From an optimization exercise on the open Yosys and OpenROAD flow, aimed at small area, a short achievable clock period and few clock cycles; shortcuts taken in it are not production practice. Only simulation tests tie the RTL to the original design; equivalence was not proved.

== v4 ==
Design rbm_top, start of the top module:
module rbm_top (
  input  logic                   finish,
  input  logic                   rst_n,
  input  rbm_pkg::feature_beat_t in_beat,
  input  logic                   in_valid,
  output logic                   in_ready,
  output rbm_pkg::rbm_result_t   out_result,
  output logic                   out_valid,
  input  logic                   out_ready
);
Settings: LEC_CHECK=0, CAP_MARGIN=75, CORE_MARGIN=2, CORE_UTILIZATION=55, SLEW_MARGIN=75; clock period 10.0 ns.
standard.sh (not shown) runs the stock make flow with config.mk's settings and CLKGATE_MAP_FILE= SYNTH_SCRIPT=/design/flow/synth_recipe.tcl, a recipe that flattens the netlist after the stock synthesis.
==> flow/flow/run.sh <==
#!/bin/bash
# The standard layout, with its timing repair aimed below the clock period:
# repair_timing keeps working until the setup slack reaches SETUP_SLACK_MARGIN.
set -euo pipefail
bash standard.sh SETUP_SLACK_MARGIN=6.6 finish > standard.log 2>&1
Testbench counts of v4, summed over its fixed seeds: cycles 5,864.
Modified inputs, v44 compared to v4
# v4
export LEC_CHECK = 0
export CAP_MARGIN = 75
export CORE_MARGIN = 2
export CORE_UTILIZATION = 55
export SLEW_MARGIN = 75
create_clock -name core_clock -period 10.0 [get_ports {finish}]
# v44
export LEC_CHECK = 0
export CAP_MARGIN = 75
export CORE_MARGIN = 2
export CORE_UTILIZATION = 70
export PLACE_DENSITY = 0.8
export SLEW_MARGIN = 75
create_clock -name core_clock -period 10.0 [get_ports {finish}]
==> flow/flow/run.sh <==
#!/bin/bash
# The standard layout with two changes: the port buffers are buf_4 cells,
# and timing repair keeps working until the setup slack reaches
# SETUP_SLACK_MARGIN (the clock period and constraints are unchanged).
set -euo pipefail
bash standard.sh SETUP_SLACK_MARGIN=6.7 "BUFFER_PORTS_ARGS=-buffer_cell sky130_fd_sc_hd__buf_4" finish > standard.log 2>&1
Diff v4 -> v44: maximum frequency from static timing analysis +about 4.3%; final core area utilization +15 points; portion of the clock cycle consumed by the worst path in the final layout decreased by 1.4 points relative to the old numbers.
Higher worst path setup slack after routing goes to v44 over v4.
> inputs changed (v44 -> v38)
# v44
export LEC_CHECK = 0
export CAP_MARGIN = 75
export CORE_MARGIN = 2
export CORE_UTILIZATION = 70
export PLACE_DENSITY = 0.8
export SLEW_MARGIN = 75
create_clock -name core_clock -period 10.0 [get_ports {finish}]
# v38
export LEC_CHECK = 0
export CAP_MARGIN = 75
export CORE_MARGIN = 2
export CORE_UTILIZATION = 55
export SLEW_MARGIN = 75
create_clock -name core_clock -period 10.0 [get_ports {finish}]
Notes after the runs:
Between v38 and v44, it is v38 whose setup fix buffers added after clock tree synthesis is higher, by 5.
Comparing placement-stage worst setup slack for v44 and v38, the bigger number came from v44.
v38 vs v44: final critical path time including I/O delays and setup down
Comparing v44 and v38, register-to-register slack is lower on v44.
Measured against v44, the total of clock buffers placed in the layout of v38 comes out at 1.07 times the reference value.
Compared to v44, the routing of v38 uses less wire.
Summary of v38 over v44: sequential share of layout area now sits lower; width of the die now sits higher.
Here is what was changed in the inputs of v23 compared with v38.
-- flow/flow/run.sh --
<<< v38, line 6
bash standard.sh SETUP_SLACK_MARGIN=6.7 "BUFFER_PORTS_ARGS=-buffer_cell sky130_fd_sc_hd__buf_4" finish > standard.log 2>&1
>>> v23, line 6
bash standard.sh SETUP_SLACK_MARGIN=6.8 "BUFFER_PORTS_ARGS=-buffer_cell sky130_fd_sc_hd__buf_4" finish > standard.log 2>&1
==> run summary <==
v23 vs. v38: simple logic cell fraction of the synthesized area level, first-pass detailed-route iteration total now sits higher, maximum frequency fell 1.4 MHz.
Looking at count of clock-buffer cells in the layout, v23 sits 3 below v38.

Setup of build 59:
Another version of the RTL of rbm_top (not shown whole).
Size in the first run: about 1800 cells after synthesis, about 0.018 sq mm of cells after synthesis.
Settings: LEC_CHECK=0, CAP_MARGIN=20, CORE_MARGIN=2, CORE_UTILIZATION=55, CTS_CLUSTER_DIAMETER=80, CTS_CLUSTER_SIZE=24, SLEW_MARGIN=20; clock period 10.0 ns.
==> flow/flow/run.sh <==
#!/bin/bash
# The standard layout with two changes: the port buffers are buf_2 cells,
# and timing repair keeps working until the setup slack reaches
# SETUP_SLACK_MARGIN (the clock period and constraints are unchanged).
set -euo pipefail
bash standard.sh SETUP_SLACK_MARGIN=6.8 "BUFFER_PORTS_ARGS=-buffer_cell sky130_fd_sc_hd__buf_2" finish > standard.log 2>&1
Testbench counts of build 59, summed over its fixed seeds: cycles 5,864.
Edits applied to the flow inputs when going from build 59 to build 70:
Settings: SLEW_MARGIN: 20 -> 50; CAP_MARGIN: 20 -> 50.
-- flow/flow/run.sh --
<<< build 59, line 5
set -euo pipefail
bash standard.sh SETUP_SLACK_MARGIN=6.8 "BUFFER_PORTS_ARGS=-buffer_cell sky130_fd_sc_hd__buf_2" finish > standard.log 2>&1
>>> build 70, line 5
set -euo pipefail
bash standard.sh SETUP_SLACK_MARGIN=6.9 "BUFFER_PORTS_ARGS=-buffer_cell sky130_fd_sc_hd__buf_2" finish > standard.log 2>&1
[summary]
Compared with build 59, build 70 instantiates a larger number of cells.
Amount of wire on met2 after detailed routing: build 70 vs build 59 up about 5.5%
Build 59 vs build 70, launching element of the worst setup path: in_ready$_DFF_PN1_ vs a0_pend[1]$_DFF_P_
First-pass GRT wire length ends up higher on build 70.
Top fanout value on the critical path ends up lower on build 59.
Against build 59, the final cell area of build 70 is higher.
Arrival time of data at the critical path endpoint for build 70: 2.46 ns up relative to build 59
Number of clock buffer instances in the layout delta for build 70 relative to build 59: 2 lower
Relative to build 59, build 70 degrades final wirelength.
For last weighted congestion value of the routability-driven placer, build 70 and build 59 come out practically identical.
### build 70 -> build 90
-- flow/flow/run.sh --
<<< build 70, line 5
set -euo pipefail
bash standard.sh SETUP_SLACK_MARGIN=6.9 "BUFFER_PORTS_ARGS=-buffer_cell sky130_fd_sc_hd__buf_2" finish > standard.log 2>&1
>>> build 90, line 5
set -euo pipefail
bash standard.sh SETUP_SLACK_MARGIN=6.8 "BUFFER_PORTS_ARGS=-buffer_cell sky130_fd_sc_hd__buf_2" finish > standard.log 2>&1
==> comparison <==
Setup slack: build 90 and build 70 compared, higher one is build 90
Build 90 and build 70 ended up with roughly the same share of the synthesized netlist area taken by xor and xnor gates.
As far as number of standard-cell rows in the floorplan goes, build 90 and build 70 are indistinguishable; the numbers are identical.
diff inputs: build 90 => build 77
==> flow/flow/run.sh <==
#!/bin/bash
# The standard layout with two changes: the port buffers are buf_4 cells,
# and timing repair keeps working until the setup slack reaches
# SETUP_SLACK_MARGIN (the clock period and constraints are unchanged).
set -euo pipefail
bash standard.sh SETUP_SLACK_MARGIN=6.8 "BUFFER_PORTS_ARGS=-buffer_cell sky130_fd_sc_hd__buf_4" finish > standard.log 2>&1
### Flow results
Compared to build 90, build 77 shows a narrower setup margin. Wire length on met1: build 77 vs build 90 down 400 um. NOTE design area build 90->build 77 increased slightly. Between build 90 and build 77, the difference in hold slack is negligible. Critical path endpoint = out_result[1]: build 90; critical path endpoint = out_result[16]: build 77.
Modified inputs, build 82 compared to build 77
Settings: CORE_UTILIZATION now 65, was 55.
==> flow/flow/run.sh <==
#!/bin/bash
# The standard layout with two changes: the port buffers are buf_2 cells,
# and timing repair keeps working until the setup slack reaches
# SETUP_SLACK_MARGIN (the clock period and constraints are unchanged).
set -euo pipefail
bash standard.sh SETUP_SLACK_MARGIN=6.8 "BUFFER_PORTS_ARGS=-buffer_cell sky130_fd_sc_hd__buf_2" finish > standard.log 2>&1
--- outcome ---
The launching element of the worst setup path comes out s0[13]$_DFFE_PP_ in one run and acc[0][8]$_DFF_P_ in the other, namely in build 77 and build 82 respectively.
Build 82 against build 77: iteration count of the initial detailed-routing pass moved down, all-layer global routing usage now larger, vias after detailed routing moved up.
--- input diff build 82..build 26 ---
Settings: a change of CORE_UTILIZATION from 65 to 55.
==> flow/flow/run.sh <==
#!/bin/bash
# The standard layout with two changes: the port buffers are buf_4 cells,
# and timing repair keeps working until the setup slack reaches
# SETUP_SLACK_MARGIN (the clock period and constraints are unchanged).
set -euo pipefail
bash standard.sh SETUP_SLACK_MARGIN=6.7 "BUFFER_PORTS_ARGS=-buffer_cell sky130_fd_sc_hd__buf_4" finish > standard.log 2>&1
--- outcome ---
Compared with build 82, build 26 shows a full die area that is about 18% higher.
Number of logic stages on the critical path including buffering, build 26 and build 82, higher one = build 26.
Build 26 vs build 82: number of fill cells up by more than a quarter
Higher non-filler instance count after layout among build 26 and build 82: build 26
Side by side, slew at the pin closest to its max-slew limit turned out lower in build 26 than in build 82.
d0x[3]$_DFF_P_ as the capture point of the worst path was reported by build 82, and d1x[3]$_DFF_P_ by build 26.
Looking at startpoint of the worst setup timing path, the acc[0][8]$_DFF_P_ result is from build 82; the a1_pend[1]$_DFF_P_ one comes from build 26.
Build 26 vs. build 82: fraction of layout instances using a drive strength above 1 fell by 0.60 points, final period demand of the worst path rose by 0.078 ns.
Number of buffers and inverters on the critical path delta for build 26 relative to build 82: 1 higher
Cell area: lower on build 82

rbm_top with an RTL version that a note above also has.
Design rbm_top, start of the top module:
module rbm_top (
  input  logic                   finish,
  input  logic                   rst_n,
  input  rbm_pkg::feature_beat_t in_beat,
  input  logic                   in_valid,
  output logic                   in_ready,
  output rbm_pkg::rbm_result_t   out_result,
  output logic                   out_valid,
  input  logic                   out_ready
);
clock: 10.0 ns
lec_check: 0
cap_margin: 75
core_margin: 2
core_utilization: 70
place_density: 0.8
slew_margin: 75
==> flow/flow/run.sh <==
#!/bin/bash
# The standard layout, with its timing repair aimed below the clock period:
# repair_timing keeps working until the setup slack reaches SETUP_SLACK_MARGIN.
set -euo pipefail
bash standard.sh SETUP_SLACK_MARGIN=6.6 finish > standard.log 2>&1
Testbench counts at the start, summed over its fixed seeds: cycles 5,864.
Next try:
==> flow/flow/run.sh (replaced) <==
#!/bin/bash
# The standard layout with two changes: the port buffers are buf_4 cells,
# and timing repair keeps working until the setup slack reaches
# SETUP_SLACK_MARGIN (the clock period and constraints are unchanged).
set -euo pipefail
bash standard.sh SETUP_SLACK_MARGIN=6.7 "BUFFER_PORTS_ARGS=-buffer_cell sky130_fd_sc_hd__buf_4" finish > standard.log 2>&1
--- a/flow/config.mk
+++ b/flow/config.mk
@@ -7,6 +7,5 @@
 export LEC_CHECK = 0
-export CAP_MARGIN = 75
+export CAP_MARGIN = 20
 export CORE_MARGIN = 2
-export CORE_UTILIZATION = 70
-export PLACE_DENSITY = 0.8
-export SLEW_MARGIN = 75
+export CORE_UTILIZATION = 55
+export SLEW_MARGIN = 20
Result: Cell count came out higher by a few percent; die area increases by a quarter to a third; fmax rose by a few percent; hold slack stays flat; worst setup slack gets better by 130 ps; critical path depth came out higher by 4; non-clock buffer count goes down by 23; clock-buffer cell count is lower by 6.
Next try:
--- a/flow/config.mk
+++ b/flow/config.mk
@@ -7,5 +7,7 @@
 export LEC_CHECK = 0
-export CAP_MARGIN = 20
+export CAP_MARGIN = 50
 export CORE_MARGIN = 2
 export CORE_UTILIZATION = 55
-export SLEW_MARGIN = 20
+export CTS_CLUSTER_DIAMETER = 80
+export CTS_CLUSTER_SIZE = 24
+export SLEW_MARGIN = 50
=> Wire length shrinks by 1.7%; die area stays the same; synthesized cell count does not change; cell count shrinks by 1.4%; maximum frequency shrinks by 1.9%.
Next try:
--- a/flow/config.mk
+++ b/flow/config.mk
@@ -10,4 +10,3 @@
 export CORE_UTILIZATION = 55
-export CTS_CLUSTER_DIAMETER = 80
-export CTS_CLUSTER_SIZE = 24
+export CTS_BUF_LIST = sky130_fd_sc_hd__clkbuf_4 sky130_fd_sc_hd__clkbuf_8
 export SLEW_MARGIN = 50
What happened: Setup slack gets worse by 22 ps; wire length rises by 1.8%; global-route usage rises by 0.51 points; area after synthesis does not change; via count increases by 1.8%; non-clock buffer count climbs by 7; cell area rises by 3.0%; register-to-register slack gains 60 ps.

Starting RTL as in the previous note.
## rbm_top
module rbm_top (
  input  logic                   finish,
  input  logic                   rst_n,
  input  rbm_pkg::feature_beat_t in_beat,
  input  logic                   in_valid,
  output logic                   in_ready,
  output rbm_pkg::rbm_result_t   out_result,
  output logic                   out_valid,
  input  logic                   out_ready
);
  localparam logic [13:0] WRAP0 = 14'b10000100010000;
  localparam logic [13:0] WRAP1 = 14'b00100001000100;
  localparam logic [13:0] WRAP2 = 14'b10001000100001;
  localparam logic [13:0] WRAP3 = 14'b01000010001000;
  localparam logic [13:0] WRAP4 = 14'b00010000100010;
  logic [3:0]  cnt;           
  logic [1:0]  npend;         
  logic        in_xfer, inc, dec;
  logic [1:0]  npend_nx;
  assign in_xfer  = in_valid & in_ready;
  assign inc      = in_xfer & (cnt == 4'd14);
  assign dec      = out_valid & out_ready;
  assign npend_nx = npend + {1'b0, inc} - {1'b0, dec};
  always_ff @(posedge finish or negedge rst_n) begin
    if (!rst_n) begin
      cnt      <= '0;
      npend    <= '0;
      in_ready <= 1'b1;
      v0       <= 1'b0;
    end else begin
      if (in_xfer) cnt <= (cnt == 4'd14) ? 4'd0 : cnt + 4'd1;
      npend    <= npend_nx;
      in_ready <= ~npend_nx[1];
      v0       <= in_xfer;
    end
  end
  logic [11:0] x0;
  logic        v0;
  logic        f0;            
  always_ff @(posedge finish) begin
  ...
clock: 10.0 ns
lec_check: 0
cap_margin: 75
core_margin: 2
core_utilization: 55
slew_margin: 75
==> flow/flow/run.sh <==
#!/bin/bash
# The standard layout with two changes: the port buffers are buf_4 cells,
# and timing repair keeps working until the setup slack reaches
# SETUP_SLACK_MARGIN (the clock period and constraints are unchanged).
set -euo pipefail
bash standard.sh SETUP_SLACK_MARGIN=6.55 "BUFFER_PORTS_ARGS=-buffer_cell sky130_fd_sc_hd__buf_4" finish > standard.log 2>&1
The starting point produced a clean layout.
Testbench counts at the start, summed over its fixed seeds: cycles 5,864.
Rerun with:
--- a/flow/flow/run.sh
+++ b/flow/flow/run.sh
@@ -5,2 +5,2 @@
 set -euo pipefail
-bash standard.sh SETUP_SLACK_MARGIN=6.55 "BUFFER_PORTS_ARGS=-buffer_cell sky130_fd_sc_hd__buf_4" finish > standard.log 2>&1
+bash standard.sh SETUP_SLACK_MARGIN=6.7 "BUFFER_PORTS_ARGS=-buffer_cell sky130_fd_sc_hd__buf_4" finish > standard.log 2>&1
CAP_MARGIN = 50   (was 75)
SLEW_MARGIN = 50   (was 75)
=>
- The changed run completed without violations
- clock skew drops by 9.3 ps
- cell count is lower by 0.50%
- via count barely changes
- non-clock buffer count goes down by 12
- worst hold slack hardly moves
- final area went down by 1.7%
- routed wire length is about the same
- die area is unchanged
- count of clock-buffer cells in the layout decreases by 2
Rerun with:
CTS_BUF_LIST = sky130_fd_sc_hd__clkbuf_8   (was default)
- cell count grows by 1.2%
- flip-flop and latch count is unchanged
- via count grows by 0.58%
- cell area stays flat
- synthesized area stays the same
- routed wire length grows by 0.37%
- setup slack gets worse by 100 ps

rbm_top, a different RTL version from the one above (not shown whole).
Size in the first run: roughly 1800 cells after synthesis, about 270 flip-flops.
clock: 10.0 ns
lec_check: 0
cap_margin: 75
core_margin: 2
core_utilization: 40
slew_margin: 75
run.sh (not shown) runs the stock make flow with config.mk's settings and CLKGATE_MAP_FILE= SYNTH_SCRIPT=/design/flow/synth_recipe.tcl, a recipe that flattens the netlist after the stock synthesis.
Stock flow here: none of the scripts above is used.
Testbench counts at the start, summed over its fixed seeds: cycles 5,864.
Then changed:
==> flow/flow/run.sh (new file) <==
#!/bin/bash
# The standard layout, with its timing repair aimed below the clock period:
# repair_timing keeps working until the setup slack reaches SETUP_SLACK_MARGIN.
set -euo pipefail
bash standard.sh SETUP_SLACK_MARGIN=6.7 finish > standard.log 2>&1
==> flow/standard.sh (new file) <==
#!/bin/bash
# synth_recipe.tcl (not shown) runs the flow's synth.tcl, then flattens the netlist and writes it again
# the make line also repeats each setting of config.mk as NAME=value (left out here)
make -C /OpenROAD-flow-scripts/flow DESIGN_CONFIG=/design/flow/config.mk WORK_HOME=/design/flow/orfs CLKGATE_MAP_FILE= SYNTH_SCRIPT=/design/flow/synth_recipe.tcl "${@:-finish}"
removed: flow/run.sh
Non-clock buffer count is higher by 47. Design area is higher by 3.0%. Wire length is higher by 4.0%. Worst setup slack improves by 0.36 ns. Worst hold slack improves by 0.011 ns.

-- afterwards: timing with drivers on the ports --
No port has a modelled driver above. Below, the same layouts with a new extraction and two added sets of constraints.
Step 1 (the two cells are an assumption about what drives the block):
set clk [get_ports {finish}]
set_driving_cell -lib_cell sky130_fd_sc_hd__clkbuf_16 $clk
set_driving_cell -lib_cell sky130_fd_sc_hd__buf_2 [delete_from_list [all_inputs] $clk]
Step 2 also shifts input and output timing later by t, the mid clock arrival at the registers, as if the neighbouring blocks saw the same clock.
Three values: ideal ports, drivers, drivers and shift; two values: the first two.
run | shift t [ns] | slack for setup (ns) | slew at the worst register clock pin (ns)
v4 | 0.567 | 6.610 / 6.556 / 6.528 | 0.06 / 0.06
v44 | 0.611 | 6.751 / 6.699 / 6.509 | 0.06 / 0.06
v38 | 0.569 | 6.806 / 6.752 / 6.584 | 0.06 / 0.06
v23 | 0.573 | 6.792 / 6.740 / 6.552 | 0.07 / 0.07
build 59 | 0.567 | 6.798 / 6.748 / 6.355 | 0.10 / 0.10
build 70 | 0.571 | 6.740 / 6.740 / 6.495 | 0.10 / 0.10
build 90 | 0.561 | 6.801 / 6.750 / 6.368 | 0.10 / 0.10
build 77 | 0.561 | 6.747 / 6.696 / 6.417 | 0.09 / 0.09
build 82 | 0.553 | 6.787 / 6.742 / 6.433 | 0.11 / 0.11
build 26 | 0.569 | 6.709 / 6.692 / 6.451 | 0.10 / 0.10
the first run of note 3 | 0.573 | 6.615 / 6.565 / 6.357 | 0.06 / 0.06
the second run of note 3 | 0.565 | 6.749 / 6.740 / 6.529 | 0.07 / 0.07
the third run of note 3 | 0.577 | 6.685 / 6.685 / 6.538 | 0.10 / 0.10
the fourth run of note 3 | 0.635 | 6.663 / 6.615 / 6.538 | 0.07 / 0.07
the first run of note 4 | 0.568 | 6.695 / 6.650 / 6.573 | 0.06 / 0.06
the second run of note 4 | 0.566 | 6.765 / 6.748 / 6.536 | 0.06 / 0.06
the third run of note 4 | 0.635 | 6.663 / 6.614 / 6.535 | 0.07 / 0.07
the first run of note 5 | 0.579 | 6.210 / 6.175 / 5.943 | 0.06 / 0.06
the second run of note 5 | 0.567 | 6.569 / 6.569 / 6.264 | 0.06 / 0.06
After both steps every run listed still meets setup and hold. The setup slack of build 59, which loses most, moves by -0.050 ns with the drivers and by -0.443 ns with both steps.
